This is an optimization exercise on Yosys and OpenROAD, whose aim is small area and a short achievable clock period, not a production implementation. Power figures rest on the tool's default switching activity, not on a simulated workload.

Setup of run a:
==> flow/design.v <==
module drp_responder #(
    parameter int LATENCY = 4    
) (
    input  logic        clk,
    input  logic        rst,
    input  logic        den,
    input  logic        dwe,
    input  logic [6:0]  daddr,
    input  logic [15:0] di,
    output logic [15:0] drp_do,
    output logic        drdy,
    input  logic        sample_valid,
    input  logic [5:0]  sample_chan,
    input  logic [11:0] sample_data,
    output logic        proto_err
);
    logic        p1, p2, p3;
    logic        busy, accept;   
    logic [7:0]  a_hi;       
    logic [15:0] a_lo;       
    logic [3:0]  w_hi;       
    logic [15:0] di_r;
    logic [3:0]  s_hi;       
    logic [15:0] s_lo;       
    logic [11:0] s_d;
    logic [11:0] meas [64];
    logic [15:0] cfg  [64];
    logic [15:0] rd_data;
    logic [15:0] h_rdata;
    assign accept = den & ~busy & ~rst;
    always_ff @(posedge clk) begin
        if (rst) begin
            busy      <= 1'b0;
            p1        <= 1'b0;
            p2        <= 1'b0;
            p3        <= 1'b0;
            drdy      <= 1'b0;
            proto_err <= 1'b0;
            s_hi      <= 4'hf;
            s_lo      <= 16'hffff;
            w_hi      <= 4'hf;
            a_lo      <= 16'hffff;
            s_d       <= 12'h000;
            di_r      <= 16'h0000;
        end else begin
            busy      <= accept | p1 | p2 | p3;
            p1        <= accept;
            p2        <= p1;
            p3        <= p2;
            drdy      <= p3;
            proto_err <= proto_err | (den & busy);
            s_hi      <= sample_valid ? 4'b1 << sample_chan[5:4] : 4'h0;
            s_lo      <= 16'b1 << sample_chan[3:0];
            w_hi      <= (accept && dwe && daddr[6]) ? 4'b1 << daddr[5:4] : 4'h0;
            a_lo      <= 16'b1 << daddr[3:0];
            s_d       <= sample_data;
            di_r      <= di;
        end
    end
    always_ff @(posedge clk) begin
        a_hi  <= dwe ? 8'h00 : 8'b1 << daddr[6:4];
    end
    logic [7:0]  g_sel;
    logic [11:0] gm_r [4];
    logic [15:0] gc_r [4];
    assign g_sel = a_hi;
    always_ff @(posedge clk) begin
        for (int j = 0; j < 4; j++) begin
            logic [11:0] gm;
            logic [15:0] gc;
            gm = 12'h000;
            gc = 16'h0000;
            for (int i = 0; i < 16; i++) begin
                gm = gm | ({12{a_lo[i]}} & meas[16*j + i]);
                gc = gc | ({16{a_lo[i]}} & cfg[16*j + i]);
            end
            gm_r[j] <= {12{g_sel[j]}} & gm;
            gc_r[j] <= {16{g_sel[4 + j]}} & gc;
        end
    end
    always_comb begin
        rd_data = 16'h0000;
        for (int j = 0; j < 4; j++) begin
            rd_data = rd_data | {gm_r[j], 4'b0000} | gc_r[j];
        end
    end
    always_ff @(posedge clk) begin
        if (p2) h_rdata <= rd_data;
    end
    always_ff @(posedge clk) begin
        if (rst || !p3) drp_do <= 16'h0000;
        else            drp_do <= h_rdata;
    end
    logic [11:0] m_wd;
    logic [15:0] c_wd;
    assign m_wd = s_d;
    assign c_wd = di_r;
    for (genvar g = 0; g < 64; g++) begin : g_regs
        logic m_ld, c_ld;
        assign m_ld = s_hi[g / 16] & s_lo[g % 16];
        assign c_ld = w_hi[g / 16] & a_lo[g % 16];
        always_ff @(posedge clk) begin
            if (m_ld) meas[g] <= m_wd;
        end
        always_ff @(posedge clk) begin
            if (c_ld) cfg[g] <= c_wd;
        end
    end
endmodule
Settings: LEC_CHECK=0, CAP_MARGIN=20, CORE_MARGIN=2, CORE_UTILIZATION=55, CTS_CLUSTER_DIAMETER=200, CTS_CLUSTER_SIZE=25, SETUP_SLACK_MARGIN=2.2, SLEW_MARGIN=20; clock period 4.0 ns.
run.sh (not shown) runs the stock make flow with config.mk's settings and CLKGATE_MAP_FILE= SYNTH_SCRIPT=/design/flow/synth_recipe.tcl, a recipe that flattens the netlist after the stock synthesis.
Edits applied to the flow inputs when going from run a to run b:
==> flow/design.v <==
module drp_responder #(
    parameter int LATENCY = 4    
) (
    input  logic        clk,
    input  logic        rst,
    input  logic        den,
    input  logic        dwe,
    input  logic [6:0]  daddr,
    input  logic [15:0] di,
    output logic [15:0] drp_do,
    output logic        drdy,
    input  logic        sample_valid,
    input  logic [5:0]  sample_chan,
    input  logic [11:0] sample_data,
    output logic        proto_err
);
    logic        p1, p2, p3;
    logic        busy, accept;   
    logic [7:0]  a_hi;       
    logic [15:0] a_lo;       
    logic        we_r;
    logic [15:0] di_r;
    logic [3:0]  s_hi;       
    logic [15:0] s_lo;       
    logic [11:0] s_d;
    logic        rst_r;
    logic [11:0] meas [64];
    logic [15:0] cfg  [64];
    logic [15:0] rd_data;
    logic [15:0] h_rdata;
    assign accept = den & ~busy & ~rst;
    always_ff @(posedge clk) begin
        if (rst) begin
            busy      <= 1'b0;
            p1        <= 1'b0;
            p2        <= 1'b0;
            p3        <= 1'b0;
            drdy      <= 1'b0;
            proto_err <= 1'b0;
            s_hi      <= 4'h0;
            s_d       <= 12'h000;
            di_r      <= 16'h0000;
        end else begin
            busy      <= accept | p1 | p2 | p3;
            p1        <= accept;
            p2        <= p1;
            p3        <= p2;
            drdy      <= p3;
            proto_err <= proto_err | (den & busy);
            s_hi      <= sample_valid ? 4'b1 << sample_chan[5:4] : 4'h0;
            s_d       <= sample_data;
            di_r      <= di;
        end
    end
    always_ff @(posedge clk) begin
        rst_r <= rst;
        a_hi  <= 8'b1 << daddr[6:4];
        a_lo  <= 16'b1 << daddr[3:0];
        we_r  <= dwe;
        s_lo  <= 16'b1 << sample_chan[3:0];
    end
    logic [7:0]  g_sel;
    logic [15:0] gw_r [4];
    assign g_sel = we_r ? 8'h00 : a_hi;
    always_ff @(posedge clk) begin
        for (int j = 0; j < 4; j++) begin
            logic [11:0] gm;
            logic [15:0] gc;
            gm = 12'h000;
            gc = 16'h0000;
            for (int i = 0; i < 16; i++) begin
                gm = gm | ({12{a_lo[i]}} & meas[16*j + i]);
                gc = gc | ({16{a_lo[i]}} & cfg[16*j + i]);
            end
            gw_r[j] <= ({16{g_sel[j]}} & {gm, 4'b0000}) | ({16{g_sel[4 + j]}} & gc);
        end
    end
    assign rd_data = gw_r[0] | gw_r[1] | gw_r[2] | gw_r[3];
    always_ff @(posedge clk) begin
        if (p2) h_rdata <= rd_data;
    end
    always_ff @(posedge clk) begin
        if (rst || !p3) drp_do <= 16'h0000;
        else            drp_do <= h_rdata;
    end
    logic [11:0] m_wd;
    logic [15:0] c_wd;
    assign m_wd = s_d;
    assign c_wd = di_r;
    for (genvar g = 0; g < 64; g++) begin : g_regs
        logic m_ld, c_ld;
        assign m_ld = rst_r | (s_hi[g / 16] && s_lo[g % 16]);
        assign c_ld = rst_r | (p1 && we_r && a_hi[4 + g / 16] && a_lo[g % 16]);
        always_ff @(posedge clk) begin
            if (m_ld) meas[g] <= m_wd;
        end
        always_ff @(posedge clk) begin
            if (c_ld) cfg[g] <= c_wd;
        end
    end
endmodule
==> summary.txt <==
The post-layout instance area of run b was inferior to that of run a.
Run a has higher core footprint than run b.
Re TritonCTS buffer count: run a and run b aren't equal, and the higher value belongs to run a.
Compared with run a, run b shows sequential share of layout area lower by 4.0 points.
On run b: non-clock buffer count is 116 higher than what run a gave.
Across run a and run b, none had a timing, DRC or antenna violation.
| clock power share | run b vs run a | 0.3 points higher |
Run b vs. run a: relative slew slack went up, final period demand of the worst path +0.0030 ns, synthesized cell count moved down, total wire length after detailed routing shows an increase of 15%, area occupied by registers has decreased.
First-pass iteration count of the detailed router ended up 1 higher on run b than on run a.
Function was not checked in any run of this note: the RTL went through the layout flow alone.

-- afterwards: timing with drivers on the ports --
No port has a modelled driver above. Below, the same layouts with a new extraction and two added sets of constraints.
Step 1: set_driving_cell puts a clkbuf_16 on clk and a buf_2 on each other input, an assumption about the parent block.
Step 2 also shifts input and output timing later by t, the mid clock arrival at the registers, as if the neighbouring blocks saw the same clock.
Slacks: no drivers / after step 1 / after step 2; pairs: no drivers / after step 1.
| run | t, ns | slack for setup (ns) | slew at the worst register clock pin (ns) |
|---|---|---|---|
| run a | 0.782 | 1.940 / 1.856 / 1.688 | 0.10 / 0.10 |
| run b | 0.793 | 1.937 / 1.856 / 1.614 | 0.11 / 0.11 |
After both steps setup and hold are still met in every run listed. The setup slack of run b, which loses most, moves by -0.081 ns with the drivers and by -0.323 ns with both steps.
